What follows belongs to an exercise in optimizing a design on an open flow for small area and a short achievable clock period; a production flow would make more cautious choices.
RTL that was checked went through simulation tests only; none was proved equivalent to the original.
For run 1, only the layout was checked, not whether the RTL still works.
Power is estimated from default activity; no workload was simulated.

==> flow/design.v <==
package pipe_trace_pkg;
    localparam logic [1:0] ST_IDLE_ENC      = 2'd0;
    localparam logic [1:0] ST_ARMED_ENC     = 2'd1;
    localparam logic [1:0] ST_TRIGGERED_ENC = 2'd2;
    localparam logic [1:0] ST_DONE_ENC      = 2'd3;
    typedef enum logic [1:0] {
        ST_IDLE      = ST_IDLE_ENC,
        ST_ARMED     = ST_ARMED_ENC,
        ST_TRIGGERED = ST_TRIGGERED_ENC,
        ST_DONE      = ST_DONE_ENC
    } pipe_trace_state_e;
endpackage
module trace_ram #(
    parameter int DEPTH  = 16,
    parameter int W      = 160,
    parameter int NSEL   = 12,
    parameter int SEL_LO = 3
) (
    input  logic              clk,
    input  logic              shift_i,
    input  logic [W-1:0]      wdata_i,
    input  logic [NSEL-1:0]   sel_i,
    output logic [W-1:0]      rdata_o
);
    logic [DEPTH-1:0][W-1:0] rows_q;
    logic [W-1:0]            out_q, out_d;
    always_comb begin
        out_d = {W{~shift_i}} & out_q;
        for (int k = 0; k < NSEL; k++) begin
            out_d = out_d | ({W{shift_i & sel_i[k]}} & rows_q[SEL_LO+k]);
        end
    end
    always_ff @(posedge clk) begin
        if (shift_i) begin
            rows_q <= {rows_q[DEPTH-2:0], wdata_i};
        end
    end
    always_ff @(posedge clk) begin
        out_q <= out_d;
    end
    assign rdata_o = out_q;
endmodule
module pipe_trace_buffer #(
    parameter int NUM_CH    = 4,
    parameter int CH_W      = 32,
    parameter int PC_W      = 32,
    parameter int DEPTH     = 16,
    parameter int POST_TRIG = 4,
    parameter int TS_W      = 16
) (
    input  logic                       clk,
    input  logic                       rst_n,
    input  logic                       sample_en,
    input  logic [PC_W-1:0]            pc_in,
    input  logic [NUM_CH*CH_W-1:0]     ch_in,
    input  logic                       arm,
    input  logic                       trig_en,
    input  logic [PC_W-1:0]            trig_pc,
    output logic [1:0]                 state,
    output logic                       wrapped,
    output logic [$clog2(DEPTH+1)-1:0] count,
    output logic                       rd_valid,
    input  logic                       rd_ready,
    output logic [PC_W-1:0]            rd_pc,
    output logic [NUM_CH*CH_W-1:0]     rd_data
);
    localparam int CNT_W   = $clog2(DEPTH+1);
    localparam int DATA_W  = NUM_CH*CH_W;
    localparam int ENTRY_W = PC_W + DATA_W;
    localparam int NSEL    = DEPTH - POST_TRIG;
    localparam int SEL_LO  = POST_TRIG - 1;
    localparam int POST_W  = (POST_TRIG > 1) ? $clog2(POST_TRIG) : 1;
    if ((DEPTH < 2) || ((DEPTH & (DEPTH - 1)) != 0) || (TS_W < 1)
        || (POST_TRIG < 1) || (POST_TRIG > DEPTH - 1)) begin : g_bad_params
        $error("pipe_trace_buffer: invalid DEPTH/POST_TRIG/TS_W");
    end
    pipe_trace_pkg::pipe_trace_state_e  state_q, state_d;
    logic [CNT_W-1:0]   count_q, count_d;
    logic               wrapped_q, wrapped_d;
    logic [POST_W-1:0]  post_q, post_d;
    logic               rd_valid_q, rd_valid_d;
    logic [NSEL-1:0]    sel_q, sel_d, sel_same, sel_inc;
    logic               done_q;
    logic               last_w;
    logic               writing;
    logic               shift;
    logic               trig_hit;
    logic [ENTRY_W-1:0] rdata;
    assign done_q   = (state_q == pipe_trace_pkg::ST_DONE);
    assign writing  = sample_en && ((state_q == pipe_trace_pkg::ST_ARMED)
                                 || (state_q == pipe_trace_pkg::ST_TRIGGERED));
    assign trig_hit = trig_en && (pc_in == trig_pc);
    assign shift    = done_q ? (rd_valid_q && rd_ready) : sample_en;
    always_comb begin
        state_d    = state_q;
        count_d    = count_q;
        wrapped_d  = wrapped_q;
        post_d     = post_q;
        rd_valid_d = rd_valid_q;
        if (arm) begin
            state_d    = pipe_trace_pkg::ST_ARMED;
            count_d    = '0;
            wrapped_d  = 1'b0;
            rd_valid_d = 1'b0;
        end else begin
            if (writing) begin
                if (count_q == CNT_W'(DEPTH)) begin
                    wrapped_d = 1'b1;
                end else begin
                    count_d = count_q + CNT_W'(1);
                end
            end
            unique case (state_q)
                pipe_trace_pkg::ST_IDLE: ;
                pipe_trace_pkg::ST_ARMED: begin
                    if (sample_en && trig_hit) begin
                        state_d = pipe_trace_pkg::ST_TRIGGERED;
                        post_d  = POST_W'(POST_TRIG - 1);
                    end
                end
                pipe_trace_pkg::ST_TRIGGERED: begin
                    if (sample_en) begin
                        post_d = post_q - POST_W'(1);
                        if (post_q == '0) begin
                            state_d    = pipe_trace_pkg::ST_DONE;
                            rd_valid_d = 1'b1;
                        end
                    end
                end
                pipe_trace_pkg::ST_DONE: begin
                    if (rd_valid_q && rd_ready) begin
                        count_d    = count_q - CNT_W'(1);
                        rd_valid_d = (count_q != CNT_W'(1));
                    end
                end
                default: ;
            endcase
        end
    end
    always_comb begin
        for (int k = 0; k < NSEL; k++) begin
            if (k == NSEL - 1) begin
                sel_same[k] = (count_q >= CNT_W'(DEPTH - 1));
                sel_inc[k]  = (count_q >= CNT_W'(DEPTH - 2));
            end else begin
                sel_same[k] = (count_q == CNT_W'(SEL_LO + 1 + k));
                sel_inc[k]  = (count_q == CNT_W'(SEL_LO + k));
            end
        end
        if (arm) begin
            sel_d = '0;
        end else if (writing) begin
            sel_d = sel_inc;
        end else begin
            sel_d = sel_same;
        end
    end
    always_ff @(posedge clk or negedge rst_n) begin
        if (!rst_n) begin
            state_q    <= pipe_trace_pkg::ST_IDLE;
            count_q    <= '0;
            wrapped_q  <= 1'b0;
            post_q     <= '0;
            rd_valid_q <= 1'b0;
        end else begin
            state_q    <= state_d;
            count_q    <= count_d;
            wrapped_q  <= wrapped_d;
            post_q     <= post_d;
            rd_valid_q <= rd_valid_d;
        end
    end
    assign last_w = (state_q == pipe_trace_pkg::ST_TRIGGERED) && (post_q == '0) && sample_en;
    always_ff @(posedge clk) begin
        if (!done_q && !last_w) begin
            sel_q <= sel_d;
        end
    end
    trace_ram #(
        .DEPTH (DEPTH),
        .W     (ENTRY_W),
        .NSEL  (NSEL),
        .SEL_LO(SEL_LO)
    ) u_ram (
        .clk     (clk),
        .shift_i (shift),
        .wdata_i ({pc_in, ch_in}),
        .sel_i   (sel_q),
        .rdata_o (rdata)
    );
    assign state    = state_q;
    assign wrapped  = wrapped_q;
    assign count    = count_q;
    assign rd_valid = rd_valid_q;
    assign rd_pc    = rdata[DATA_W +: PC_W];
    assign rd_data  = rdata[DATA_W-1:0];
endmodule
==> flow/run.sh <==
#!/bin/bash
# synth_recipe.tcl (not shown) runs the flow's synth.tcl, then flattens the netlist and writes it again
# the make line also repeats each setting of config.mk as NAME=value (left out here)
make -C /OpenROAD-flow-scripts/flow DESIGN_CONFIG=/design/flow/config.mk WORK_HOME=/design/flow/orfs CLKGATE_MAP_FILE= SYNTH_SCRIPT=/design/flow/synth_recipe.tcl finish
==> flow/config.mk <==
export PLATFORM = sky130hd
export DESIGN_NAME = pipe_trace_buffer
export DESIGN_NICKNAME = pipe_trace_buffer
export VERILOG_FILES = /design/flow/design.v
export SDC_FILE = /design/flow/constraint.sdc
export NUM_CORES = 4
export LEC_CHECK = 0
export CAP_MARGIN = 20
export CORE_MARGIN = 2
export CORE_UTILIZATION = 40
export CTS_CLUSTER_DIAMETER = 100
export CTS_CLUSTER_SIZE = 30
export SETUP_SLACK_MARGIN = 2.3
export SLEW_MARGIN = 20
==> flow/constraint.sdc <==
create_clock -name core_clock -period 4.6 [get_ports {clk}]
set_input_delay 0.9200 -clock core_clock [delete_from_list [all_inputs] [get_ports {clk}]]
set_output_delay 0.9200 -clock core_clock [all_outputs]
set_load 0.01 [all_outputs]
==> impl_results.rst, run 1 <==
.. list-table::
   :header-rows: 1

   * - Metric
     - Value
   * - Yosys reg bits
     - 2583
   * - Post-route antenna net violation count
     - 0
   * - Clock buffer count from CTS
     - ~100
   * - Max Buffers Root-to-Sink
     - 3
   * - WHS
     - roughly 0.35 ns
   * - Starting density of the core
     - 40.2%
   * - Share of async-settable or async-resettable flops after synthesis
     - 0.426%
   * - Peak ir drop on the vdd network
     - about 420 uV
   * - Worst setup path class
     - reg -> reg
   * - Die width
     - between 400 and 500 um
   * - TritonCTS clock tree
     - done
   * - Net switching power figure
     - 20.7 mW
   * - Share of post-route cells with drive strength above 1
     - between 10% and 20%
   * - H-tree lvl count
     - 3
   * - Cell repeated most along the worst path
     - sky130_fd_sc_hd__buf_12
   * - Wire length reported by the detailed router
     - 238 mm
   * - Antenna violations before repair
     - 13
   * - Status
     - timing/DRC/antenna clean
   * - Number of placed I/O pins
     - approximately 370
   * - Total of warnings raised by yosys
     - 2
   * - Chain of cells forming the critical path
     - ha_4, nand3_4, o21ai_4, buf_12, buf_12, buf_6, and2_4, buf_4, clkbuf_16, a221oi_2, nand4_1
   * - Normalized max-slew margin
     - 31.5%
   * - Post-DP HPWL
     - between 100 and 150 mm
   * - Synthesized area per cell
     - roughly 20 um^2
   * - DRT iter0 DRCs
     - 8130
   * - Data required time at the worst endpoint
     - 5.28 ns
   * - Final period util
     - a little over half
   * - Filler cell count in the final layout
     - about 18000
   * - Share of the yosys chip area belonging to registers
     - about 86%
   * - Via density
     - approximately 5.9
   * - Clock Root Buffer
     - sky130_fd_sc_hd__clkbuf_16
   * - CP max FO
     - 8
   * - Remaining routing DRC violations
     - 0
   * - Fraction of power consumed by the clock network
     - 17.2%
   * - Final total negative setup slack
     - 0 ns
   * - Number of distinct standard cells referenced by the synthesized netlist
     - 41
   * - Total power divided by cell area
     - about 640 nW/um^2
   * - Count of final max-slew check failures
     - 0
   * - Vias in the first global route
     - ~44000
   * - Setup repair after global routing missed its margin
     - yes
   * - Final Net Count
     - 5195
   * - Vertical extent of the die
     - 473 um
   * - Cell row count
     - about 170
   * - Number of enable-type register cells in the synthesized netlist
     - around 2400
   * - Maximum number of pins on one net before global-route repair
     - ~110
   * - Count of final hold-check violations
     - 0
   * - Worst path arrival time
     - roughly 3.1 ns
   * - Switching power share of the total
     - around 31%
   * - Placeable core region
     - 219000 um^2
   * - Routed wire length per instance
     - 29.9 um
   * - Prevailing post-synth register cell
     - sky130_fd_sc_hd__edfxtp_1
   * - Highest clock rate
     - about 0.41 GHz
   * - Worst-Margin Slew
     - between 1 and 1.5 ns
   * - Setup violations, final
     - 0
   * - Critical path capture point type
     - flop
   * - Clock transition at path regs
     - ~0.11 ns
   * - Number of max-capacitance violations reported
     - 0
   * - Clock period minus worst slack
     - between 2 and 2.5 ns
   * - Overall track demand over capacity in global routing
     - 19.2%
   * - Share of power burned in registers
     - 59.7%
   * - Count of buffers inserted at the top-level ports
     - roughly 370
   * - Overflow left after global routing
     - 0
   * - Worst Clk Skew
     - about 0.038 ns
   * - Wire length of the first global-routing pass
     - about 310 mm
   * - Area enclosed by the die boundary
     - approximately 220000 um^2
   * - Num Clock Sinks
     - approximately 2600
   * - Nature of the critical path startpoint
     - flop
   * - Worst-path cell with the longest stage delay
     - sky130_fd_sc_hd__dfrtp_2
   * - Final weighted congestion of routability-driven global placement
     - just under 0.8
   * - Power share of the combinational group
     - 23.1%
   * - TritonRoute pass-1 iters
     - 9
   * - Total via count after detailed routing
     - between 40000 and 50000
   * - Count of mapped cells out of synthesis
     - between 4000 and 5000
   * - Worst-Skew Late Latency
     - approximately 0.80 ns
   * - Internal power
     - between 40 and 50 mW
   * - Syn Std Cell Area
     - between 80000 and 90000 um^2
   * - Synthesized Nets
     - between 4000 and 5000
   * - Area Overhead vs Synth
     - 18.9%
   * - Leakage dissipation
     - roughly 34 nW
   * - Class of the most critical hold timing path
     - in -> reg
   * - Slowest cell delay on critical path
     - around 0.46 ns
## repair_timing
action / CTS / global route
gates resized for setup: 1191 / 217
cloned: 33 / 54
hold buffers: 0 / 0
setup endpoints to repair: 2299 / 499
buffers inserted: 78 / 83
pin swaps: 22 / 150
## area by class of cell
type | count | area (um^2) | share of cell area [%]
Clock buffer | 162 | 2820 | 2.69
Sequential cell | 2583 | 76300 | 72.9
Timing Repair Buffer | 748 | 9820 | 9.38
Inverter | 12 | 50.0 | 0.0478
Antenna cell | 3 | 7.51 | 0.00716
Tap cell | 2871 | 3590 | 3.43
Clock inverter | 20 | 280 | 0.267
Multi-Input combinational cell | 1540 | 11900 | 11.3
## stage by stage
stage          area, um^2  utilization (%)  power, mW  cells  setup WS, ns
2_1_floorplan       88200                -       45.4   4383         -3.23
3_3_place_gp        96000             43.8       51.9   7506         0.920
3_5_place_dp        96000             43.8       52.2   7506         0.832
4_1_cts            102000             46.4       65.2   7799          2.19
5_1_grt            105000             47.8       69.2   7938          2.11
6_report           105000             47.8       66.7   7939          2.18
## Yosys cell counts (12+ instances only)
master                     number  share of area [%]
sky130_fd_sc_hd__and2_1        12              0.085
sky130_fd_sc_hd__nand3_1      167               0.95
sky130_fd_sc_hd__o21ai_0      139               0.79
sky130_fd_sc_hd__a31oi_1       31               0.22
sky130_fd_sc_hd__nor2_1        43               0.18
sky130_fd_sc_hd__a22oi_1      354                3.0
sky130_fd_sc_hd__edfxtp_1    2412                 82
sky130_fd_sc_hd__nand4_1      136               0.97
sky130_fd_sc_hd__a222oi_1     223                2.5
sky130_fd_sc_hd__clkbuf_1     109               0.46
sky130_fd_sc_hd__buf_1         12              0.051
sky130_fd_sc_hd__xor2_1        32               0.32
sky130_fd_sc_hd__a221oi_1      96               0.95
sky130_fd_sc_hd__a221oi_2      29               0.49
sky130_fd_sc_hd__nand2_1      121               0.52
sky130_fd_sc_hd__dfxtp_1      160                3.6
sky130_fd_sc_hd__buf_2        117               0.66
sky130_fd_sc_hd__a22o_1        98               0.97
## state kept, by name (all words and copies together) (netlist names)
name	cells
rd_valid_q	1
post_q	2
count_q	5
wrapped_q	1
u_ram.rows_q	2400
u_ram.out_q	160
sel_q	12
state_q	2
## per-layer routing
metal,track usage (%),routed length [um],up-vias
met5,0,37,-
met4,5.44,6650,6
met3,3.78,24800,261
met2,29.8,109000,2792
met1,27.8,96800,24400
li1,-,-,19700
## worst paths after layout
path / startpoint / end / slack (ns) / cells after the start
min in group asynchronous: rst_n / state_q[1] / 0.47 / 1
setup / recovery: state_q[0] / u_ram.out_q[106] / 2.18 / 11
setup reg to reg: state_q[0] / u_ram.out_q[106] / 2.18 / 11
hold reg to reg: u_ram.rows_q[314] / u_ram.rows_q[474] / 0.38 / 0
hold / removal: pc_in[0] / u_ram.rows_q[128] / 0.35 / 1
max in group asynchronous: rst_n / count_q[2] / 3.75 / 1
## power groups by stage
stage | clock, mW | sequential [mW] | combinational (mW)
after floorplan | 0 | 38.8 | 6.59
final | 11.5 | 39.8 | 15.4
after detailed placement | 0 | 39.6 | 12.6
after CTS | 11.8 | 39.6 | 13.8
after global routing | 12.5 | 40.4 | 16.3
after global placement | 0 | 39.5 | 12.4
## cell families after synthesis
group / Yosys count / synth area share (%)
fa+ha+maj: 11 / 0.156
buf+inv: 266 / 1.39
simple gates: 499 / 2.85
xor+xnor: 34 / 0.338
flops: 2583 / 86.1
compound gates: 990 / 9.15
## critical path: cells and delay by family (launching register included)
family	cells	cell delay [ns]
AND/OR/NAND/NOR	3	0.49
flip-flops	1	0.46
AO/OA/AOI/OAI	2	0.31
adder cells (fa/ha/maj)	1	0.20
buffers and inverters	5	0.80
## placed cells by master (no fill, tap or decap), types with 97 or more instances in the layout
| cell | count |
|---|---|
| sky130_fd_sc_hd__clkbuf_16 | 150 |
| sky130_fd_sc_hd__o21ai_0 | 139 |
| sky130_fd_sc_hd__nand2_1 | 121 |
| sky130_fd_sc_hd__a22oi_1 | 328 |
| sky130_fd_sc_hd__a222oi_1 | 223 |
| sky130_fd_sc_hd__a22o_1 | 97 |
| sky130_fd_sc_hd__nand4_1 | 136 |
| sky130_fd_sc_hd__edfxtp_1 | 2412 |
| sky130_fd_sc_hd__clkdlybuf4s50_1 | 156 |
| sky130_fd_sc_hd__nand3_1 | 167 |
| sky130_fd_sc_hd__buf_6 | 151 |
| sky130_fd_sc_hd__buf_4 | 164 |
==> run 2: changes to the inputs <==
--- a/flow/design.v
+++ b/flow/design.v
@@ -90,12 +90,20 @@
     assign writing  = sample_en && ((state_q == pipe_trace_pkg::ST_ARMED)
                                  || (state_q == pipe_trace_pkg::ST_TRIGGERED));
     assign trig_hit = trig_en && (pc_in == trig_pc);
-    assign shift    = done_q ? (rd_valid_q && rd_ready) : sample_en;
+    assign shift    = (rd_valid_q && rd_ready) || (!done_q && sample_en);
+    always_comb begin
+        if (state_q != pipe_trace_pkg::ST_TRIGGERED) begin
+            post_d = POST_W'(POST_TRIG - 1);
+        end else if (sample_en) begin
+            post_d = post_q - POST_W'(1);
+        end else begin
+            post_d = post_q;
+        end
+    end
     always_comb begin
         state_d    = state_q;
         count_d    = count_q;
         wrapped_d  = wrapped_q;
-        post_d     = post_q;
         rd_valid_d = rd_valid_q;
         if (arm) begin
             state_d    = pipe_trace_pkg::ST_ARMED;
@@ -115,16 +123,12 @@
                 pipe_trace_pkg::ST_ARMED: begin
                     if (sample_en && trig_hit) begin
                         state_d = pipe_trace_pkg::ST_TRIGGERED;
-                        post_d  = POST_W'(POST_TRIG - 1);
                     end
                 end
                 pipe_trace_pkg::ST_TRIGGERED: begin
-                    if (sample_en) begin
-                        post_d = post_q - POST_W'(1);
-                        if (post_q == '0) begin
-                            state_d    = pipe_trace_pkg::ST_DONE;
-                            rd_valid_d = 1'b1;
-                        end
+                    if (sample_en && (post_q == '0)) begin
+                        state_d    = pipe_trace_pkg::ST_DONE;
+                        rd_valid_d = 1'b1;
                     end
                 end
                 pipe_trace_pkg::ST_DONE: begin
--- a/flow/config.mk
+++ b/flow/config.mk
@@ -10,5 +10,5 @@
 export CORE_UTILIZATION = 40
 export CTS_CLUSTER_DIAMETER = 100
 export CTS_CLUSTER_SIZE = 30
-export SETUP_SLACK_MARGIN = 2.3
+export SETUP_SLACK_MARGIN = 2.2
 export SLEW_MARGIN = 20
==> impl_results.rst, run 2 <==
.. list-table::
   :header-rows: 1

   * - Metric
     - Value
   * - Max FFs per register
     - 2400 (unchanged)
   * - Number of placed I/O pins
     - 367 (unchanged)
   * - Status
     - timing/DRC/antenna clean
   * - Slowest cell delay on critical path
     - 0.39 ns (-0.07 ns)
   * - Yosys reg bits
     - 2583 (unchanged)
   * - Number of max-capacitance violations reported
     - 0 (unchanged)
   * - H-tree lvl count
     - 3 (unchanged)
   * - Num Clock Sinks
     - 2583 (unchanged)
   * - Count of final max-slew check failures
     - 0 (unchanged)
   * - Count of final hold-check violations
     - 0 (unchanged)
   * - Setup violations, final
     - 0 (unchanged)
   * - Final instance count without filler cells
     - 7912 (-0.34%)
   * - Cell area after placement
     - 97200 um^2 (+1.2%)
   * - Clock Root Buffer
     - sky130_fd_sc_hd__clkbuf_16
   * - Leakage dissipation
     - 32.3 nW (-5.7%)
   * - Count of buffers inserted at the top-level ports
     - 366 (unchanged)
   * - Worst path arrival time
     - 1.41 ns (-1.68 ns)
   * - DRT iter0 DRCs
     - 5973 (-27%)
   * - Cell types with the highest counts after synthesis
     - sky130_fd_sc_hd__edfxtp_1 (2412), sky130_fd_sc_hd__a22oi_1 (608), sky130_fd_sc_hd__a22o_1 (176), sky130_fd_sc_hd__nand4_1 (162), sky130_fd_sc_hd__dfxtp_1 (160)
   * - Dpl ws
     - 0.894 ns (+0.0616 ns)
   * - Final Net Count
     - 5084 (-2.1%)
   * - Wire length of the first global-routing pass
     - 306 mm (-2.6%)
   * - Largest area contributor in the synthesized netlist
     - sky130_fd_sc_hd__edfxtp_1
   * - Starting density of the core
     - 40.3% (+0.13 points)
   * - Via density
     - 5.77 (-2.8%)
   * - Largest cells by area after synthesis
     - sky130_fd_sc_hd__edfxtp_1 (82%), sky130_fd_sc_hd__a22oi_1 (5.1%), sky130_fd_sc_hd__dfxtp_1 (3.6%)
   * - Routed wire length per instance
     - 27.1 um (-9.3%)
   * - Remaining routing DRC violations
     - 0 (unchanged)
   * - Design Area, Final
     - 101000 um^2 (-3.9%)
   * - Wire length reported by the detailed router
     - 215 mm (-9.6%)
   * - Post-DP HPWL
     - 120 mm (-0.13%)
   * - Worst Clk Skew
     - 0.0402 ns (+0.00245 ns)
   * - Chain of cells forming the critical path
     - clkdlybuf4s15_2
   * - Number of enable-type register cells in the synthesized netlist
     - 2412 (unchanged)
   * - Worst-case setup margin in the final layout
     - 2.27 ns (+0.0836 ns)
   * - Total power divided by cell area
     - 658 nW/um^2 (+3.4%)
   * - Register with the highest flop count
     - u_ram.rows_q
   * - Data required time at the worst endpoint
     - 3.68 ns (-1.60 ns)
   * - Commonest non-fill, non-tap cells in the layout
     - sky130_fd_sc_hd__edfxtp_1 (2412), sky130_fd_sc_hd__a22oi_1 (608), sky130_fd_sc_hd__clkdlybuf4s50_1 (195), sky130_fd_sc_hd__a22o_1 (176), sky130_fd_sc_hd__nand4_1 (162)
   * - Most numerous cell in the Yosys netlist
     - sky130_fd_sc_hd__edfxtp_1
   * - Setup repair after global routing missed its margin
     - no
   * - Number of placed cells counting well taps
     - 7693 (+2.5%)
   * - Synthesized Nets
     - 4647 (+1.2%)
   * - Placeable core region
     - 220000 um^2 (+0.29%)
   * - Normalized max-slew margin
     - 33.2% (+1.8 points)
   * - Syn Std Cell Area
     - 88700 um^2 (+0.61%)
   * - Post-cts hold buffer count
     - 0 (unchanged)
   * - Die width
     - 475 um (+0.30%)
   * - Total of warnings raised by yosys
     - 2 (unchanged)
   * - Clock buffer count from CTS
     - 100 (-0.99%)
   * - Nature of the critical path startpoint
     - flop
   * - Overflow left after global routing
     - 0 (unchanged)
   * - Post-route antenna net violation count
     - 0 (unchanged)
   * - Worst-path cell with the longest stage delay
     - sky130_fd_sc_hd__dfxtp_2
   * - Final period util
     - 50.7% (-1.8 points)
   * - Clock transition at path regs
     - 0.11 ns (about the same)
   * - Max Buffers Root-to-Sink
     - 3 (unchanged)
   * - Share of post-route cells with drive strength above 1
     - 13.4% (-6.5 points)
   * - TritonRoute pass-1 iters
     - 9 (unchanged)
   * - Peak ir drop on the vdd network
     - 445 uV (+6.4%)
   * - Synthesized area per cell
     - 20.0 um^2 (-0.63%)
   * - Commonest non-fill, non-tap cell in the layout
     - sky130_fd_sc_hd__edfxtp_1
   * - TritonCTS clock tree
     - done
   * - Worst setup path class
     - reg -> out
   * - Number of distinct standard cells referenced by the synthesized netlist
     - 45 (+9.8%)
   * - CP max FO
     - 2 (-6)
   * - Worst-Margin Slew
     - 1.00 ns (-0.0285 ns)
   * - Share of async-settable or async-resettable flops after synthesis
     - 0.426% (unchanged)
   * - Post-Route Utilization
     - 45.8% (-2.0 points)
   * - Final weighted congestion of routability-driven global placement
     - 0.790 (+1.1%)
   * - Count of mapped cells out of synthesis
     - 4438 (+1.3%)
   * - Antenna violations before repair
     - 6 (-7)
   * - Critical path's top delay family
     - flip-flops
   * - Share of the yosys chip area belonging to registers
     - 85.6% (-0.53 points)
   * - Clock period minus worst slack
     - 2.33 ns (-0.0836 ns)
   * - Highest clock rate
     - 0.429 GHz (+3.6%)
   * - Prevailing post-synth register cell
     - sky130_fd_sc_hd__edfxtp_1
   * - Total via count after detailed routing
     - 45700 (-3.1%)
   * - Area enclosed by the die boundary
     - 225000 um^2 (+0.61%)
   * - Top flop regs
     - u_ram.rows_q x2400, u_ram.out_q x160, sel_q x12
   * - Class of the most critical hold timing path
     - reg -> reg
   * - Area Overhead vs Synth
     - 13.6%
   * - Fraction of synthesized cell area taken by the top area cell type
     - 81.7% (-0.50 points)
   * - Vertical extent of the die
     - 475 um (+0.30%)
   * - Overall track demand over capacity in global routing
     - 18.4% (-0.83 points)
   * - Worst-Skew Late Latency
     - 0.81 ns (about the same)
   * - Critical path capture point type
     - output port
   * - Maximum number of pins on one net before global-route repair
     - 102 (-5.6%)
   * - WP buf/inv
     - 1 (-4)
   * - Vias in the first global route
     - 44100 (+0.043%)
   * - Cell row count
     - 172 (unchanged)
## run 2: changes by cell type in the layout (fill, tap and decap cells not counted), moves of 38 or more
cell and delta:
sky130_fd_sc_hd__a221oi_2 -73, sky130_fd_sc_hd__buf_16 -50, sky130_fd_sc_hd__buf_6 -146, sky130_fd_sc_hd__a22o_1 +79, sky130_fd_sc_hd__a22oi_1 +280, sky130_fd_sc_hd__clkdlybuf4s15_2 +38, sky130_fd_sc_hd__clkdlybuf4s50_1 +39, sky130_fd_sc_hd__a222oi_1 -207
sky130_fd_sc_hd__buf_2 +65, sky130_fd_sc_hd__nand2_1 -93, sky130_fd_sc_hd__a221oi_1 +105, sky130_fd_sc_hd__buf_4 -40, sky130_fd_sc_hd__clkbuf_16 -42
## run 2: what timing repair did
item,CTS,global route
resized for setup,837,21
setup endpoints to repair,2203,161
gates cloned,5,6
setup buffers,23,4
pin swaps,2,2
## run 2: final timing paths
kind,endpoint,cells past startpoint,from,slack [ns]
worst max-delay path,rd_data[19],1,u_ram.out_q[19],2.27
worst min-delay path,u_ram.rows_q[321],0,u_ram.rows_q[161],0.40
worst max register to register,u_ram.out_q[38],6,sel_q[2],2.30
worst min register to register,u_ram.rows_q[321],0,u_ram.rows_q[161],0.40
max in group asynchronous,count_q[2],1,rst_n,3.74
min in group asynchronous,wrapped_q,1,rst_n,0.48
## run 2: report_power, final
| group | total, mW | internal [mW] | switching [mW] |
|---|---|---|---|
| sequential | 41.1 | 36.6 | 4.42 |
| combinational | 13.8 | 4.73 | 9.06 |
| clock | 11.4 | 4.34 | 7.02 |
| total | 66.2 | 45.7 | 20.5 |
## run 2: final cells by class
cell class                      instances  area, um^2
Sequential cell                      2583       76300
Fill cell                           18600      119000
Tap cell                             2958        3700
Clock buffer                          160        2760
Inverter                               10        37.5
Timing Repair Buffer                  582        6060
Clock inverter                         20         272
Multi-Input combinational cell       1598       11600
Antenna cell                            1        2.50
## run 2: cells by family after synthesis
logic type	Yosys count	synth area share, %
AOI/OAI and AO/OA	1147	9.99
DFF	2583	85.6
adders and majority gates	11	0.155
xor gates and xnor gates	35	0.346
and+or+nand+nor	403	2.49
buffers and inverters	259	1.43
## run 2: metrics by stage
stage,hold WS [ns],power (mW),setup TNS [ns]
5_1_grt,0.409,69.1,0
4_1_cts,0.403,66.5,0
3_3_place_gp,0.400,54.7,0
2_1_floorplan,0.400,48.4,-7557.30
3_5_place_dp,0.405,55.1,0
6_report,0.400,66.2,0
## run 2: per-layer routing
metal	part of all wire [%]	track usage, %	up-vias
met2	47	29.2	1964
met5	0	0	-
met3	7.2	2.57	241
met1	43	26.8	24000
li1	-	-	19400
met4	2.5	4.68	0
==> run 3: changes to the inputs <==
--- a/flow/design.v
+++ b/flow/design.v
@@ -24,10 +24,20 @@
 );
     logic [DEPTH-1:0][W-1:0] rows_q;
     logic [W-1:0]            out_q, out_d;
-    always_comb begin
+    localparam int NGRP = (NSEL + 2) / 3;
+    logic [NGRP-1:0][W-1:0] grp;
+    always_comb begin
+        for (int g = 0; g < NGRP; g++) begin
+            grp[g] = '0;
+            for (int j = 0; j < 3; j++) begin
+                if (3*g + j < NSEL) begin
+                    grp[g] = grp[g] | ({W{sel_i[3*g+j]}} & rows_q[SEL_LO+3*g+j]);
+                end
+            end
+        end
         out_d = {W{~shift_i}} & out_q;
-        for (int k = 0; k < NSEL; k++) begin
-            out_d = out_d | ({W{shift_i & sel_i[k]}} & rows_q[SEL_LO+k]);
+        for (int g = 0; g < NGRP; g++) begin
+            out_d = out_d | ({W{shift_i}} & grp[g]);
         end
     end
     always_ff @(posedge clk) begin
--- a/flow/config.mk
+++ b/flow/config.mk
@@ -7,8 +7,8 @@
 export LEC_CHECK = 0
 export CAP_MARGIN = 20
 export CORE_MARGIN = 2
-export CORE_UTILIZATION = 40
+export CORE_UTILIZATION = 55
 export CTS_CLUSTER_DIAMETER = 100
 export CTS_CLUSTER_SIZE = 30
-export SETUP_SLACK_MARGIN = 2.2
+export SETUP_SLACK_MARGIN = 2.3
 export SLEW_MARGIN = 20
==> impl_results.rst, run 3 <==
.. list-table::
   :header-rows: 1

   * - Metric
     - Value
   * - Prevailing post-synth register cell
     - sky130_fd_sc_hd__edfxtp_1
   * - Clock period minus worst slack
     - 2.47 ns (+0.135 ns)
   * - Final period util
     - 53.6% (+2.9 points)
   * - DRT iter0 DRCs
     - 5300 (-11%)
   * - Routed wire length per instance
     - 27.8 um (+2.4%)
   * - Fraction of synthesized cell area taken by the top area cell type
     - 81.9% (+0.21 points)
   * - Placeable core region
     - 160000 um^2 (-27%)
   * - Largest area contributor in the synthesized netlist
     - sky130_fd_sc_hd__edfxtp_1
   * - TritonCTS clock tree
     - done
   * - Area Overhead vs Synth
     - 11.1%
   * - Number of placed cells counting well taps
     - 6618 (-14%)
   * - Remaining routing DRC violations
     - 0 (unchanged)
   * - Filler cell count in the final layout
     - 11300 (-39%)
   * - Worst-Skew Late Latency
     - 0.77 ns (-0.04 ns)
   * - Starting density of the core
     - 55.2% (+15 points)
   * - Design Area, Final
     - 98300 um^2 (-2.4%)
   * - Number of enable-type register cells in the synthesized netlist
     - 2412 (unchanged)
   * - Final Net Count
     - 4808 (-5.4%)
   * - Share of power burned in registers
     - 61.6% (-0.4 points)
   * - Most numerous cell in the Yosys netlist
     - sky130_fd_sc_hd__edfxtp_1
   * - Nature of the critical path startpoint
     - flop
   * - Normalized max-slew margin
     - 35.8% (+2.5 points)
   * - Synthesized Nets
     - 4483 (-3.5%)
   * - Final instance count without filler cells
     - 6830 (-14%)
   * - Num Clock Sinks
     - 2583 (unchanged)
   * - Leakage dissipation
     - 32.1 nW (-0.70%)
   * - Cell types with the highest counts after synthesis
     - sky130_fd_sc_hd__edfxtp_1 (2412), sky130_fd_sc_hd__a221oi_1 (480), sky130_fd_sc_hd__a22o_1 (480), sky130_fd_sc_hd__nor2_1 (177), sky130_fd_sc_hd__a41oi_1 (161)
   * - Clock Root Buffer
     - sky130_fd_sc_hd__clkbuf_16
   * - Total of warnings raised by yosys
     - 2 (unchanged)
   * - Status
     - timing/DRC/antenna clean
   * - Power share of the combinational group
     - 22.1% (+1.3 points)
   * - Fraction of power consumed by the clock network
     - 16.2% (-1.0 points)
   * - Commonest non-fill, non-tap cells in the layout
     - sky130_fd_sc_hd__edfxtp_1 (2412), sky130_fd_sc_hd__a22o_1 (480), sky130_fd_sc_hd__a221oi_1 (480), sky130_fd_sc_hd__clkdlybuf4s50_1 (183), sky130_fd_sc_hd__nor2_1 (177)
   * - Post-DP HPWL
     - 92.8 mm (-23%)
   * - H-tree lvl count
     - 3 (unchanged)
   * - Top flop regs
     - u_ram.rows_q x2400, u_ram.out_q x160, sel_q x12
   * - Via density
     - 6.39 (+11%)
   * - Yosys reg bits
     - 2583 (unchanged)
   * - Maximum number of pins on one net before global-route repair
     - 175 (+72%)
   * - Number of placed I/O pins
     - 367 (unchanged)
   * - Overall track demand over capacity in global routing
     - 22.4% (+4.0 points)
   * - Setup violations, final
     - 0 (unchanged)
   * - Class of the most critical hold timing path
     - in -> reg
   * - Worst path arrival time
     - 3.05 ns (+1.64 ns)
   * - Count of final max-slew check failures
     - 0 (unchanged)
   * - Final weighted congestion of routability-driven global placement
     - 0.760 (-3.8%)
   * - Cell area after placement
     - 95000 um^2 (-2.3%)
   * - Total via count after detailed routing
     - 43600 (-4.4%)
   * - Data required time at the worst endpoint
     - 5.18 ns (+1.50 ns)
   * - Synthesized area per cell
     - 20.7 um^2 (+3.6%)
   * - Overflow left after global routing
     - 0 (unchanged)
   * - Share of the yosys chip area belonging to registers
     - 85.8% (+0.22 points)
   * - Clock transition at path regs
     - 0.12 ns (about the same)
   * - Critical path capture point type
     - flop
   * - Internal power
     - 46.5 mW (+1.7%)
   * - Share of post-route cells with drive strength above 1
     - 11.7% (-1.7 points)
   * - Share of async-settable or async-resettable flops after synthesis
     - 0.426% (unchanged)
   * - CP max FO
     - 168 (+166)
   * - Worst-Margin Slew
     - 0.963 ns (-0.0360 ns)
   * - Worst Clk Skew
     - 0.0354 ns (-0.00486 ns)
   * - Final total negative setup slack
     - 0 ns (unchanged)
   * - Post-route antenna net violation count
     - 0 (unchanged)
   * - Net switching power figure
     - 20.3 mW (-0.87%)
   * - Peak ir drop on the vdd network
     - 545 uV (+22%)
   * - Area enclosed by the die boundary
     - 164000 um^2 (-27%)
   * - Die width
     - 405 um (-15%)
   * - Antenna violations before repair
     - 6 (unchanged)
   * - Number of distinct standard cells referenced by the synthesized netlist
     - 44 (-2.2%)
   * - Clock buffer count from CTS
     - 96 (-4.0%)
   * - Vias in the first global route
     - 41700 (-5.4%)
   * - Setup repair after global routing missed its margin
     - yes
   * - Wire length of the first global-routing pass
     - 274 mm (-10%)
   * - Max Buffers Root-to-Sink
     - 3 (unchanged)
   * - Switching power share of the total
     - 30.4% (-0.54 points)
   * - Post-Route Utilization
     - 61.3% (+16 points)
   * - Largest cells by area after synthesis
     - sky130_fd_sc_hd__edfxtp_1 (82%), sky130_fd_sc_hd__a221oi_1 (4.8%), sky130_fd_sc_hd__a22o_1 (4.8%)
   * - Vertical extent of the die
     - 405 um (-15%)
   * - Cell row count
     - 147 (-15%)
   * - Sequential cell area in the final layout
     - 76200 um^2 (-0.12%)
   * - Register with the highest flop count
     - u_ram.rows_q
   * - Max FFs per register
     - 2400 (unchanged)
   * - TritonRoute pass-1 iters
     - 6 (-3)
   * - Wire length reported by the detailed router
     - 190 mm (-12%)
   * - Count of final hold-check violations
     - 0 (unchanged)
   * - Syn Std Cell Area
     - 88400 um^2 (-0.26%)
   * - Count of buffers inserted at the top-level ports
     - 366 (unchanged)
   * - Count of mapped cells out of synthesis
     - 4274 (-3.7%)
   * - Commonest non-fill, non-tap cell in the layout
     - sky130_fd_sc_hd__edfxtp_1
   * - Worst setup path class
     - reg -> reg
   * - Number of max-capacitance violations reported
     - 0 (unchanged)
   * - Area occupied by multi-input gates
     - 11500 um^2 (-1.2%)
   * - Total power divided by cell area
     - 680 nW/um^2 (+3.4%)
   * - Highest clock rate
     - 0.405 GHz (-5.5%)
   * - Final total power
     - 66.8 mW (+0.87%)
[run 3: changes by cell type in the layout (fill, tap and decap cells not counted), moves of 160 or more]
cell / change
sky130_fd_sc_hd__a22oi_1: -608
sky130_fd_sc_hd__a221oi_1: +349
sky130_fd_sc_hd__a22o_1: +304
sky130_fd_sc_hd__a41oi_1: +161
sky130_fd_sc_hd__nor2_1: +161
sky130_fd_sc_hd__nand4_1: -160
[run 3: cell families after synthesis]
logic type | count (synthesis) | synth area share, %
xor gates and xnor gates | 35 | 0.347
muxes | 1 | 0.0113
AOI/OAI and AO/OA | 1145 | 11.3
DFF | 2583 | 85.8
and+or+nand+nor | 233 | 1.11
adders and majority gates | 11 | 0.156
buffers and inverters | 266 | 1.27
[run 3: worst max-delay path: stages (launching register included)]
cell	delay [ns]
sky130_fd_sc_hd__dfrtp_2	0.45
sky130_fd_sc_hd__ha_1	0.32
sky130_fd_sc_hd__o21ai_4	0.26
sky130_fd_sc_hd__buf_12	0.25
sky130_fd_sc_hd__buf_16	0.55
sky130_fd_sc_hd__a41oi_1	0.28
[run 3: what timing repair did]
| item | 4_1_cts | 5_1_grt |
|---|---|---|
| buffers inserted | 21 | 3 |
| resized for setup | 922 | 49 |
| setup endpoints to repair | 1827 | 1457 |
| hold buffers | 0 | 0 |
| pin swaps | 10 | 7 |
| cloned | 8 | 11 |
[run 3: layout make-up]
cell class | instances | share of cell area [%]
clock buffer | 160 | 2.72
timing repair buffer | 484 | 5.18
antenna | 1 | 0.00255
tap | 2160 | 2.75
inverter | 9 | 0.0369
multi-input combinational | 1425 | 11.7
clock inverter | 8 | 0.118
sequential | 2583 | 77.5
[run 3: routing by layer]
| layer | up-vias | track usage [%] | part of all wire [%] |
|---|---|---|---|
| li1 | 18800 | - | - |
| met1 | 23100 | 35.2 | 45 |
| met2 | 1626 | 33.7 | 46 |
| met3 | 171 | 3.42 | 7.0 |
| met4 | 4 | 4.18 | 1.7 |
| met5 | - | 0 | 0.018 |
[run 3: power by group through the flow]
stage          registers, mW  clock network [mW]  logic, mW
3_5_place_dp            41.4                   0       14.7
4_1_cts                 41.1                11.2       14.6
3_3_place_gp            41.3                   0       14.5
6_report                41.2                10.8       14.8
5_1_grt                 42.0                11.9       16.0
2_1_floorplan           41.7                   0       8.57
[run 3: path summary, 6_finish.rpt]
check | start | depth (start not counted) | endpoint | slack [ns]
max | state_q[0] | 5 | u_ram.out_q[47] | 2.13
min | pc_in[26] | 1 | u_ram.rows_q[154] | 0.35
max reg2reg | state_q[0] | 5 | u_ram.out_q[47] | 2.13
min reg2reg | u_ram.rows_q[438] | 0 | u_ram.rows_q[598] | 0.42
max in group asynchronous | rst_n | 1 | count_q[2] | 3.66
min in group asynchronous | rst_n | 1 | count_q[0] | 0.52
[run 3: stage by stage]
stage	setup WS, ns	hold slack (ns)
after floorplan	-3.29	0.400
after global placement	0.616	0.401
after detailed placement	0.602	0.405
after CTS	2.16	0.284
after global routing	2.01	0.293
final	2.13	0.346
==> run 4: changes to the inputs <==
==> flow/flow/run.sh (new file) <==
#!/bin/bash
# Layout flow: the standard ORFS flow (standard.sh, unchanged synthesis,
# floorplan, power grid, placement, CTS and routing), except that the
# buffers buffer_ports puts on every input and output port are plain
# sky130_fd_sc_hd__buf_2 cells instead of the cell it picks by default (a
# clock delay buffer). Timing repair resizes them afterwards as usual.
# make's full output goes to standard_sh.log; each ORFS step keeps its own
# log under orfs/logs/.
set -euo pipefail
cd "$(dirname "$0")/.."
export BUFFER_PORTS_ARGS="-buffer_cell sky130_fd_sc_hd__buf_2"
bash standard.sh finish > standard_sh.log 2>&1
==> flow/standard.sh (new file) <==
#!/bin/bash
# synth_recipe.tcl (not shown) runs the flow's synth.tcl, then flattens the netlist and writes it again
# the make line also repeats each setting of config.mk as NAME=value (left out here)
make -C /OpenROAD-flow-scripts/flow DESIGN_CONFIG=/design/flow/config.mk WORK_HOME=/design/flow/orfs CLKGATE_MAP_FILE= SYNTH_SCRIPT=/design/flow/synth_recipe.tcl "${@:-finish}"
removed: flow/run.sh
==> impl_results.rst, run 4 <==
.. list-table::
   :header-rows: 1

   * - Metric
     - Value
   * - H-tree lvl count
     - 3 (unchanged)
   * - Cell types with the highest counts after synthesis
     - sky130_fd_sc_hd__edfxtp_1 (2412), sky130_fd_sc_hd__a221oi_1 (480), sky130_fd_sc_hd__a22o_1 (480), sky130_fd_sc_hd__nor2_1 (177), sky130_fd_sc_hd__a41oi_1 (161)
   * - Cell area after placement
     - 93600 um^2 (-1.4%)
   * - TritonCTS clock tree
     - done
   * - Setup violations, final
     - 0 (unchanged)
   * - Die width
     - 405 um (unchanged)
   * - Status
     - timing/DRC/antenna clean
   * - Top flop regs
     - u_ram.rows_q x2400, u_ram.out_q x160, sel_q x12
   * - Share of post-route cells with drive strength above 1
     - 14.5% (+2.8 points)
   * - Post-route antenna net violation count
     - 0 (unchanged)
   * - Wire length of the first global-routing pass
     - 274 mm (-0.25%)
   * - Worst-case setup margin in the final layout
     - 2.33 ns (+0.201 ns)
   * - Commonest non-fill, non-tap cell in the layout
     - sky130_fd_sc_hd__edfxtp_1
   * - Internal power
     - 46.4 mW (about the same)
   * - Reg-to-reg critical path startpoint
     - state_q[0]
   * - Routed wire length per instance
     - 27.6 um (-0.80%)
   * - Design Area, Final
     - 97400 um^2 (-0.87%)
   * - Net switching power figure
     - 20.3 mW (about the same)
   * - Slowest cell delay on critical path
     - 0.46 ns (-0.09 ns)
   * - Post-Route Utilization
     - 60.8% (-0.53 points)
   * - Share of async-settable or async-resettable flops after synthesis
     - 0.426% (unchanged)
   * - Via density
     - 6.37 (-0.31%)
   * - Worst-Margin Slew
     - 1.02 ns (+0.0608 ns)
   * - Share of power burned in registers
     - 61.4% (-0.2 points)
   * - Maximum number of pins on one net before global-route repair
     - 127 (-27%)
   * - Timing startpoint of the critical path
     - count_q[1]
   * - Worst path arrival time
     - 1.35 ns (-1.70 ns)
   * - Wire length reported by the detailed router
     - 190 mm (-0.11%)
   * - Remaining routing DRC violations
     - 0 (unchanged)
   * - Highest clock rate
     - 0.441 GHz (+8.9%)
   * - Overflow left after global routing
     - 0 (unchanged)
   * - Data required time at the worst endpoint
     - 3.68 ns (-1.50 ns)
   * - Total power divided by cell area
     - 686 nW/um^2 (+0.84%)
   * - Critical path's top delay family
     - flip-flops
   * - Peak ir drop on the vdd network
     - 514 uV (-5.8%)
   * - WP buf/inv
     - 1 (-1)
   * - Antenna violations before repair
     - 11 (+5)
   * - Power share of the combinational group
     - 22.5% (+0.4 points)
   * - Overall track demand over capacity in global routing
     - 22.3% (-0.060 points)
   * - Worst-path cell with the longest stage delay
     - sky130_fd_sc_hd__dfrtp_2
   * - Worst Clk Skew
     - 0.0375 ns (+0.00211 ns)
   * - Number of distinct standard cells referenced by the synthesized netlist
     - 44 (unchanged)
   * - Prevailing post-synth register cell
     - sky130_fd_sc_hd__edfxtp_1
   * - Count of final hold-check violations
     - 0 (unchanged)
   * - Cell row count
     - 147 (unchanged)
   * - Register with the highest flop count
     - u_ram.rows_q
   * - CP max FO
     - 2 (-99%)
   * - Max Buffers Root-to-Sink
     - 3 (unchanged)
   * - Clock Root Buffer
     - sky130_fd_sc_hd__clkbuf_16
   * - Final total power
     - 66.8 mW (about the same)
   * - Largest area contributor in the synthesized netlist
     - sky130_fd_sc_hd__edfxtp_1
   * - Final total negative setup slack
     - 0 ns (unchanged)
   * - Number of enable-type register cells in the synthesized netlist
     - 2412 (unchanged)
   * - Share of the yosys chip area belonging to registers
     - 85.8% (unchanged)
   * - Count of mapped cells out of synthesis
     - 4274 (unchanged)
   * - Critical path capture point type
     - output port
   * - Total via count after detailed routing
     - 43800 (+0.39%)
   * - Synthesized Nets
     - 4483 (unchanged)
   * - Area Overhead vs Synth
     - 10.1%
   * - Setup repair after global routing missed its margin
     - yes
   * - Vertical extent of the die
     - 405 um (unchanged)
   * - Clock transition at path regs
     - 0.11 ns (about the same)
   * - DRT iter0 DRCs
     - 4825 (-9.0%)
   * - Number of max-capacitance violations reported
     - 0 (unchanged)
   * - Number of placed I/O pins
     - 367 (unchanged)
   * - Chain of cells forming the critical path
     - buf_6
   * - Final instance count without filler cells
     - 6878 (+0.70%)
   * - Yosys reg bits
     - 2583 (unchanged)
   * - Final weighted congestion of routability-driven global placement
     - 0.763 (+0.43%)
   * - Num Clock Sinks
     - 2583 (unchanged)
   * - Fraction of power consumed by the clock network
     - 16.1% (about the same)
   * - Switching power share of the total
     - 30.5% (about the same)
   * - Final Net Count
     - 4848 (+0.83%)
   * - Vias in the first global route
     - 41700 (+0.031%)
   * - Count of final max-slew check failures
     - 0 (unchanged)
   * - Dpl ws
     - 1.22 ns (+0.614 ns)
   * - Count of buffers inserted at the top-level ports
     - 366 (unchanged)
   * - Synthesized area per cell
     - 20.7 um^2 (unchanged)
   * - Leakage dissipation
     - 32.2 nW (+0.42%)
   * - Starting density of the core
     - 55.2% (unchanged)
   * - Largest cells by area after synthesis
     - sky130_fd_sc_hd__edfxtp_1 (82%), sky130_fd_sc_hd__a221oi_1 (4.8%), sky130_fd_sc_hd__a22o_1 (4.8%)
   * - Critical hold path startpoint
     - ch_in[101]
   * - Most numerous cell in the Yosys netlist
     - sky130_fd_sc_hd__edfxtp_1
   * - Commonest non-fill, non-tap cells in the layout
     - sky130_fd_sc_hd__edfxtp_1 (2412), sky130_fd_sc_hd__a22o_1 (480), sky130_fd_sc_hd__a221oi_1 (480), sky130_fd_sc_hd__buf_2 (353), sky130_fd_sc_hd__nor2_1 (177)
   * - Nature of the critical path startpoint
     - flop
   * - Worst-Skew Late Latency
     - 0.75 ns (-0.02 ns)
   * - Total of warnings raised by yosys
     - 2 (unchanged)
   * - Clock buffer count from CTS
     - 96 (unchanged)
   * - TritonRoute pass-1 iters
     - 6 (unchanged)
   * - Clock period minus worst slack
     - 2.27 ns (-0.201 ns)
   * - Syn Std Cell Area
     - 88400 um^2 (unchanged)
   * - Number of placed cells counting well taps
     - 6665 (+0.71%)
   * - Placeable core region
     - 160000 um^2 (unchanged)
   * - Fraction of synthesized cell area taken by the top area cell type
     - 81.9% (unchanged)
   * - Area enclosed by the die boundary
     - 164000 um^2 (unchanged)
   * - Worst setup path class
     - reg -> out
   * - Post-DP HPWL
     - 96.6 mm (+4.1%)
   * - WHS
     - 0.338 ns (-0.00819 ns)
   * - Final period util
     - 49.3% (-4.4 points)
   * - Max FFs per register
     - 2400 (unchanged)
   * - Class of the most critical hold timing path
     - in -> reg
   * - Normalized max-slew margin
     - 31.7% (-4.1 points)
[run 4: cell counts after synthesis]
No cell type changed its count.
[run 4: cell type report]
type / instances / area, um^2
timing repair buffer: 524 / 4450
inverter: 9 / 36.3
multi-input combinational: 1425 / 11400
clock inverter: 6 / 68.8
sequential: 2583 / 76000
antenna: 1 / 2.50
tap: 2160 / 2700
fill: 11500 / 62800
clock buffer: 170 / 2720
[run 4: logic make-up (layout without fill, tap and decap cells)]
| group | after synthesis | after routing | share of synthesized area (%) |
|---|---|---|---|
| flip-flops | 2583 | 2583 | 85.8 |
| AO/OA/AOI/OAI | 1145 | 1145 | 11.3 |
| buffers and inverters | 266 | 709 | 1.27 |
| AND/OR/NAND/NOR | 233 | 233 | 1.11 |
| XOR/XNOR | 35 | 35 | 0.347 |
| adder cells (fa/ha/maj) | 11 | 11 | 0.156 |
| multiplexers | 1 | 1 | 0.0113 |
| other | 0 | 1 | 0 |
[run 4: repair_timing]
item                                    CTS  global route
pin swaps                                 1             0
hold buffers                              1             0
endpoints found under the hold margin     9             0
buffers inserted                         14             4
resized for setup                        68            57
gates cloned                              1            15
setup endpoints to repair              2375           871
[run 4: power groups by stage]
stage / Sequential, mW / Combinational, mW / Clock, mW
6_report: 41.0 / 15.0 / 10.8
5_1_grt: 41.8 / 16.2 / 11.8
4_1_cts: 40.9 / 14.6 / 11.1
3_5_place_dp: 41.3 / 14.4 / 0
3_3_place_gp: 41.2 / 14.2 / 0
2_1_floorplan: 41.7 / 8.57 / 0
[run 4: final timing paths]
kind / end / slack [ns] / cells past startpoint
max: count[1] / 2.33 / 1
min: u_ram.rows_q[101] / 0.34 / 1
max reg2reg: u_ram.out_q[21] / 2.36 / 9
min reg2reg: u_ram.rows_q[610] / 0.41 / 0
max in group asynchronous: count_q[3] / 3.67 / 2
min in group asynchronous: count_q[0] / 0.66 / 2
[run 4: metal layers]
metal / up-vias / share of wire [%] / routed length [um] / track usage, %
li1: 18900 / - / - / -
met1: 23100 / 45 / 85500 / 34.8
met3: 179 / 7.9 / 14900 / 4.63
met4: 10 / 1.8 / 3460 / 4.35
met5: - / 0.036 / 69 / 0
met2: 1677 / 45 / 85600 / 33.0
==> run 5: changes to the inputs <==
--- a/flow/config.mk
+++ b/flow/config.mk
@@ -10,5 +10,5 @@
 export CORE_UTILIZATION = 55
 export CTS_CLUSTER_DIAMETER = 100
 export CTS_CLUSTER_SIZE = 30
-export SETUP_SLACK_MARGIN = 2.3
+export SETUP_SLACK_MARGIN = 2.4
 export SLEW_MARGIN = 20
==> impl_results.rst, run 5 <==
.. list-table::
   :header-rows: 1

   * - Metric
     - Value
   * - Nature of the critical path startpoint
     - flop
   * - Number of max-capacitance violations reported
     - 0 (unchanged)
   * - Register-to-register path setup slack
     - 2.38 ns (+0.02 ns)
   * - Worst-case setup margin in the final layout
     - 2.32 ns (-0.0101 ns)
   * - Count of mapped cells out of synthesis
     - 4274 (unchanged)
   * - Total power divided by cell area
     - 688 nW/um^2 (+0.41%)
   * - Final instance count without filler cells
     - 6926 (+0.70%)
   * - Total via count after detailed routing
     - 44100 (+0.59%)
   * - Most numerous cell in the Yosys netlist
     - sky130_fd_sc_hd__edfxtp_1
   * - Peak ir drop on the vdd network
     - 497 uV (-3.3%)
   * - Number of placed cells counting well taps
     - 6665 (unchanged)
   * - Area enclosed by the die boundary
     - 164000 um^2 (unchanged)
   * - Max Buffers Root-to-Sink
     - 3 (unchanged)
   * - Synthesized area per cell
     - 20.7 um^2 (unchanged)
   * - Setup repair after global routing missed its margin
     - yes
   * - Class of the most critical hold timing path
     - in -> reg
   * - Yosys reg bits
     - 2583 (unchanged)
   * - Starting density of the core
     - 55.2% (unchanged)
   * - Slowest cell delay on critical path
     - 0.45 ns (about the same)
   * - Critical path's top delay family
     - flip-flops
   * - Cell types with the highest counts after synthesis
     - sky130_fd_sc_hd__edfxtp_1 (2412), sky130_fd_sc_hd__a221oi_1 (480), sky130_fd_sc_hd__a22o_1 (480), sky130_fd_sc_hd__nor2_1 (177), sky130_fd_sc_hd__a41oi_1 (161)
   * - Syn Std Cell Area
     - 88400 um^2 (unchanged)
   * - Status
     - timing/DRC/antenna clean
   * - Worst Clk Skew
     - 0.0389 ns (+0.00145 ns)
   * - Clock transition at path regs
     - 0.11 ns (about the same)
   * - Total of warnings raised by yosys
     - 2 (unchanged)
   * - Data required time at the worst endpoint
     - 3.68 ns (about the same)
   * - Count of final hold-check violations
     - 0 (unchanged)
   * - Design Area, Final
     - 99200 um^2 (+1.8%)
   * - Prevailing post-synth register cell
     - sky130_fd_sc_hd__edfxtp_1
   * - Num Clock Sinks
     - 2583 (unchanged)
   * - Setup violations, final
     - 0 (unchanged)
   * - Fraction of synthesized cell area taken by the top area cell type
     - 81.9% (unchanged)
   * - Share of post-route cells with drive strength above 1
     - 17.9% (+3.4 points)
   * - Largest cells by area after synthesis
     - sky130_fd_sc_hd__edfxtp_1 (82%), sky130_fd_sc_hd__a221oi_1 (4.8%), sky130_fd_sc_hd__a22o_1 (4.8%)
   * - DRT iter0 DRCs
     - 4967 (+2.9%)
   * - Vias in the first global route
     - 42100 (+0.98%)
   * - Commonest non-fill, non-tap cells in the layout
     - sky130_fd_sc_hd__edfxtp_1 (2412), sky130_fd_sc_hd__a22o_1 (480), sky130_fd_sc_hd__a221oi_1 (480), sky130_fd_sc_hd__buf_2 (220), sky130_fd_sc_hd__nor2_1 (177)
   * - Area Overhead vs Synth
     - 12.1%
   * - Post-route antenna net violation count
     - 0 (unchanged)
   * - Wire length reported by the detailed router
     - 191 mm (+1.0%)
   * - R2r endpoint
     - u_ram.rows_q[2268]
   * - Register with the highest flop count
     - u_ram.rows_q
   * - TritonRoute pass-1 iters
     - 6 (unchanged)
   * - Count of final max-slew check failures
     - 0 (unchanged)
   * - Routed wire length per instance
     - 27.6 um (+0.31%)
   * - Highest clock rate
     - 0.439 GHz (-0.45%)
   * - Number of cells on the worst reg-to-reg path
     - 6 (-3)
   * - Clock buffer count from CTS
     - 96 (unchanged)
   * - Overflow left after global routing
     - 0 (unchanged)
   * - Setup crit end
     - state[1]
   * - Area occupied by multi-input gates
     - 11500 um^2 (about the same)
   * - Maximum number of pins on one net before global-route repair
     - 127 (unchanged)
   * - Worst path arrival time
     - 1.36 ns (about the same)
   * - Largest area contributor in the synthesized netlist
     - sky130_fd_sc_hd__edfxtp_1
   * - Wire length of the first global-routing pass
     - 277 mm (+1.1%)
   * - Share of async-settable or async-resettable flops after synthesis
     - 0.426% (unchanged)
   * - Synthesized Nets
     - 4483 (unchanged)
   * - Final weighted congestion of routability-driven global placement
     - 0.763 (unchanged)
   * - Via density
     - 6.36 (-0.11%)
   * - Reg-to-reg critical path startpoint
     - state_q[1]
   * - H-tree lvl count
     - 3 (unchanged)
   * - Chain of cells forming the critical path
     - buf_6
   * - Clock Root Buffer
     - sky130_fd_sc_hd__clkbuf_16
   * - WHS
     - 0.334 ns (-0.00429 ns)
   * - Number of distinct standard cells referenced by the synthesized netlist
     - 44 (unchanged)
   * - Die width
     - 405 um (unchanged)
   * - Critical path depth
     - 1 (unchanged)
   * - Worst-Skew Late Latency
     - 0.75 ns (about the same)
   * - Count of buffers inserted at the top-level ports
     - 366 (unchanged)
   * - Vertical extent of the die
     - 405 um (unchanged)
   * - WP buf/inv
     - 1 (unchanged)
   * - Post-DP HPWL
     - 96.6 mm (unchanged)
   * - Commonest non-fill, non-tap cell in the layout
     - sky130_fd_sc_hd__edfxtp_1
   * - Antenna violations before repair
     - 9 (-2)
   * - Critical hold path startpoint
     - ch_in[101]
   * - Placeable core region
     - 160000 um^2 (unchanged)
   * - Top flop regs
     - u_ram.rows_q x2400, u_ram.out_q x160, sel_q x12
   * - Number of enable-type register cells in the synthesized netlist
     - 2412 (unchanged)
   * - Filler cell count in the final layout
     - 11300 (-1.6%)
   * - Overall track demand over capacity in global routing
     - 22.6% (+0.28 points)
   * - Final Net Count
     - 4896 (+0.99%)
   * - TritonCTS clock tree
     - done
   * - Remaining routing DRC violations
     - 0 (unchanged)
   * - Cell area after placement
     - 93600 um^2 (unchanged)
   * - Dpl ws
     - 1.22 ns (unchanged)
   * - Worst setup path class
     - reg -> out
   * - Max FFs per register
     - 2400 (unchanged)
   * - Timing startpoint of the critical path
     - state_q[1]
   * - Critical path capture point type
     - output port
   * - Final period util
     - 49.5% (+0.22 points)
   * - Share of the yosys chip area belonging to registers
     - 85.8% (unchanged)
   * - CP max FO
     - 4 (+2)
   * - Number of placed I/O pins
     - 367 (unchanged)
   * - Worst-path cell with the longest stage delay
     - sky130_fd_sc_hd__dfrtp_1
   * - Cell row count
     - 147 (unchanged)
   * - Clock period minus worst slack
     - 2.28 ns (+0.0101 ns)
   * - Sequential cell area in the final layout
     - 76200 um^2 (+0.31%)
   * - Leakage dissipation
     - 33.0 nW (+2.3%)
   * - Worst-Margin Slew
     - 1.02 ns (-0.000152 ns)
   * - Normalized max-slew margin
     - 31.7% (about the same)
[run 5: cell count changes in the layout (fill, tap and decap cells not counted)]
cell,previous run,this run
sky130_fd_sc_hd__clkbuf_4,2,0
sky130_fd_sc_hd__buf_16,24,34
sky130_fd_sc_hd__nor4_2,1,2
sky130_fd_sc_hd__clkbuf_16,113,110
sky130_fd_sc_hd__buf_8,2,3
sky130_fd_sc_hd__buf_6,23,157
sky130_fd_sc_hd__dfxtp_4,10,44
sky130_fd_sc_hd__bufbuf_16,0,11
sky130_fd_sc_hd__buf_2,353,220
sky130_fd_sc_hd__buf_4,60,97
sky130_fd_sc_hd__dfxtp_1,119,0
sky130_fd_sc_hd__dfxtp_2,31,116
sky130_fd_sc_hd__nor4_1,6,5
sky130_fd_sc_hd__buf_12,44,37
[run 5: per-layer routing]
layer / wire length (um) / share of wire [%] / GRT usage (%) / vias up
li1: - / - / - / 19000
met5: 48 / 0.025 / 0 / -
met3: 15900 / 8.3 / 4.68 / 182
met1: 85400 / 45 / 35.1 / 23200
met4: 3670 / 1.9 / 4.53 / 8
met2: 86400 / 45 / 33.5 / 1711
[run 5: cell type report]
type	count	share of cell area, %
Multi-Input combinational cell	1425	11.5
Clock inverter	6	0.0694
Clock buffer	170	2.74
Tap cell	2160	2.72
Inverter	9	0.0366
Antenna cell	1	0.00252
Timing Repair Buffer	572	6.04
Sequential cell	2583	76.8
[run 5: per-stage QoR]
step	util, %	total power, mW	TNS (ns)
final	61.9	68.3	0
after global routing	61.9	71.4	0
after CTS	61.5	68.3	0
after detailed placement	58.5	55.8	0
after global placement	58.4	55.3	0
after floorplan	-	50.2	-7389.66
[run 5: what timing repair did]
item                                    4_1_cts  5_1_grt
gates resized for setup                     429       42
gates cloned                                 14       12
pin swaps                                     1        0
hold buffers                                  1        0
hold endpoints to repair                      9        0
buffers inserted                             43       13
endpoints found under the setup margin     2671     1399
[run 5: how the worst min path moves through the flow]
stage                        endpoint  slack, ns  cells past startpoint
floorplan           u_ram.rows_q[160]       0.40                      0
global placement    u_ram.rows_q[578]       0.40                      0
detailed placement  u_ram.rows_q[163]       0.40                      0
CTS                  u_ram.rows_q[78]       0.27                      1
global route         u_ram.rows_q[50]       0.28                      1
finish              u_ram.rows_q[101]       0.33                      1
[run 5: logic make-up after synthesis]
family,count (synthesis),synth area share (%)
buf+inv,266,1.27
fa+ha+maj,11,0.156
flops,2583,85.8
mux,1,0.0113
compound gates,1145,11.3
simple gates,233,1.11
xor+xnor,35,0.347
[run 5: where the power goes]
group	total, mW	leakage [nW]	internal [mW]	switching [mW]
Sequential	41.3	25.0	37.0	4.28
Clock	10.8	1.32	4.12	6.66
Combinational	16.2	6.62	6.59	9.65
Total	68.3	33.0	47.7	20.6
==> run 6: changes to the inputs <==
--- a/flow/config.mk
+++ b/flow/config.mk
@@ -10,5 +10,5 @@
 export CORE_UTILIZATION = 55
 export CTS_CLUSTER_DIAMETER = 100
 export CTS_CLUSTER_SIZE = 30
-export SETUP_SLACK_MARGIN = 2.4
+export SETUP_SLACK_MARGIN = 2.35
 export SLEW_MARGIN = 20
==> impl_results.rst, run 6 <==
.. list-table::
   :header-rows: 1

   * - Metric
     - Value
   * - Status
     - timing/DRC/antenna clean
   * - Critical hold path startpoint
     - ch_in[66]
   * - Largest cells by area after synthesis
     - sky130_fd_sc_hd__edfxtp_1 (82%), sky130_fd_sc_hd__a221oi_1 (4.8%), sky130_fd_sc_hd__a22o_1 (4.8%)
   * - Worst-Margin Slew
     - 1.02 ns (-0.00359 ns)
   * - Count of buffers inserted at the top-level ports
     - 366 (unchanged)
   * - Placeable core region
     - 160000 um^2 (unchanged)
   * - Count of final max-slew check failures
     - 0 (unchanged)
   * - Complex-gate fraction of the synthesized area
     - 11.3% (unchanged)
   * - Worst-case setup margin in the final layout
     - 2.32 ns (-0.00516 ns)
   * - Top flop regs
     - u_ram.rows_q x2400, u_ram.out_q x160, sel_q x12
   * - Total power divided by cell area
     - 686 nW/um^2 (-0.33%)
   * - Register with the highest flop count
     - u_ram.rows_q
   * - Number of placed I/O pins
     - 367 (unchanged)
   * - Worst-Skew Late Latency
     - 0.75 ns (about the same)
   * - Num Clock Sinks
     - 2583 (unchanged)
   * - Max FFs per register
     - 2400 (unchanged)
   * - Setup repair after global routing missed its margin
     - yes
   * - Final Net Count
     - 4845 (-1.0%)
   * - Number of distinct standard cells referenced by the synthesized netlist
     - 44 (unchanged)
   * - Area occupied by multi-input gates
     - 11500 um^2 (unchanged)
   * - Worst setup path class
     - reg -> out
   * - Nature of the critical path startpoint
     - flop
   * - DRT iter0 DRCs
     - 5010 (+0.87%)
   * - Most numerous cell in the Yosys netlist
     - sky130_fd_sc_hd__edfxtp_1
   * - Remaining routing DRC violations
     - 0 (unchanged)
   * - Max Buffers Root-to-Sink
     - 3 (unchanged)
   * - Synthesized-area fraction occupied by xor and xnor cells
     - 0.347% (unchanged)
   * - Clock Root Buffer
     - sky130_fd_sc_hd__clkbuf_16
   * - Share of async-settable or async-resettable flops after synthesis
     - 0.426% (unchanged)
   * - Post-DP HPWL
     - 96.6 mm (unchanged)
   * - Normalized max-slew margin
     - 32.0% (+0.24 points)
   * - Maximum number of pins on one net before global-route repair
     - 127 (unchanged)
   * - Peak ir drop on the vdd network
     - 519 uV (+4.6%)
   * - Reg-to-reg critical path startpoint
     - state_q[1]
   * - Critical path capture point type
     - output port
   * - Chain of cells forming the critical path
     - buf_6
   * - Largest family of logic cells by synthesized area
     - compound AO/OA/AOI/OAI gates
   * - Share of the yosys chip area belonging to registers
     - 85.8% (unchanged)
   * - Timing startpoint of the critical path
     - count_q[1]
   * - Setup violations, final
     - 0 (unchanged)
   * - Starting density of the core
     - 55.2% (unchanged)
   * - Synthesized Nets
     - 4483 (unchanged)
   * - Total of warnings raised by yosys
     - 2 (unchanged)
   * - Vias in the first global route
     - 41900 (-0.66%)
   * - Share of post-route cells with drive strength above 1
     - 15.7% (-2.2 points)
   * - CP max FO
     - 2 (-2)
   * - Area enclosed by the die boundary
     - 164000 um^2 (unchanged)
   * - Multiplexer share of the synthesized area
     - 0.0113% (unchanged)
   * - Worst Clk Skew
     - 0.0318 ns (-0.00714 ns)
   * - Clock transition at path regs
     - 0.11 ns (about the same)
   * - Number of max-capacitance violations reported
     - 0 (unchanged)
   * - Wire length of the first global-routing pass
     - 275 mm (-0.69%)
   * - Total via count after detailed routing
     - 43900 (-0.50%)
   * - Worst-path cell with the longest stage delay
     - sky130_fd_sc_hd__dfrtp_2
   * - Dpl ws
     - 1.22 ns (unchanged)
   * - Count of final hold-check violations
     - 0 (unchanged)
   * - WP buf/inv
     - 1 (unchanged)
   * - Post-route antenna net violation count
     - 0 (unchanged)
   * - Sequential cell area in the final layout
     - 76100 um^2 (-0.15%)
   * - Highest clock rate
     - 0.438 GHz (-0.23%)
   * - TritonCTS clock tree
     - done
   * - Data required time at the worst endpoint
     - 3.68 ns (about the same)
   * - Synthesized area per cell
     - 20.7 um^2 (unchanged)
   * - TritonRoute pass-1 iters
     - 5 (-1)
   * - Commonest non-fill, non-tap cell in the layout
     - sky130_fd_sc_hd__edfxtp_1
   * - Post-synthesis simple-gate area fraction
     - 1.11% (unchanged)
   * - Prevailing post-synth register cell
     - sky130_fd_sc_hd__edfxtp_1
   * - Die width
     - 405 um (unchanged)
   * - Cell types with the highest counts after synthesis
     - sky130_fd_sc_hd__edfxtp_1 (2412), sky130_fd_sc_hd__a221oi_1 (480), sky130_fd_sc_hd__a22o_1 (480), sky130_fd_sc_hd__nor2_1 (177), sky130_fd_sc_hd__a41oi_1 (161)
   * - Register-to-register path setup slack
     - 2.40 ns (+0.02 ns)
   * - Final total negative setup slack
     - 0 ns (unchanged)
[run 6: path summary, 6_finish.rpt]
check                                      to  cells after the start
setup / recovery                     count[1]                      1
hold / removal               u_ram.rows_q[66]                      1
setup reg to reg           u_ram.rows_q[1152]                      6
hold reg to reg             u_ram.rows_q[610]                      0
max in group asynchronous          count_q[3]                      2
min in group asynchronous          count_q[0]                      2
[run 6: cells by family after synthesis]
family                   Yosys count
AND/OR/NAND/NOR                  233
XOR/XNOR                          35
multiplexers                       1
AO/OA/AOI/OAI                   1145
flip-flops                      2583
buffers and inverters            266
adder cells (fa/ha/maj)           11
[run 6: final cells by class]
class                   count  area share, %
diodes                      1        0.00256
inverters                   9         0.0371
repair buffers            521           4.76
clock buffers             170           2.79
clock inverters             6         0.0704
flip-flops and latches   2583           77.9
multi-input cells        1425           11.7
well taps                2160           2.77
[run 6: report_power, final]
part           internal [mW]  switching [mW]
combinational           5.69            9.49
sequential              36.9            4.19
clock                   4.12            6.67
total                   46.7            20.3
[run 6: repair_timing]
action	4_1_cts	5_1_grt
pin swaps	1	0
endpoints found under the setup margin	2545	1210
hold endpoints to repair	9	0
resized for setup	198	60
hold buffers	1	0
cloned	5	8
setup buffers	12	6
[run 6: stage by stage]
stage / instances / instance area [um^2] / utilization (%) / hold WS, ns
finish: 6875 / 97700 / 61.0 / 0.339
global route: 6875 / 97700 / 61.0 / 0.281
CTS: 6859 / 97300 / 60.7 / 0.273
detailed placement: 6665 / 93600 / 58.5 / 0.405
global placement: 6664 / 93600 / 58.4 / 0.400
floorplan: 4274 / 88500 / - / 0.400
[run 6: routing by layer]
layer  wire, um  global-route usage [%]  up-vias
met5         48                       0        -
met4       3700                    4.61        8
met3      15000                    4.68      184
met2      84900                    33.1     1647
met1      85600                    34.8    23100
li1           -                       -    18900

Setup slack of run 6, layout unchanged: 2.319 ns with ideal ports, 2.239 ns with driving cells assumed (clock clkbuf_16, inputs buf_2), 1.696 ns with port delays also shifted by the 0.810 ns mid clock arrival.
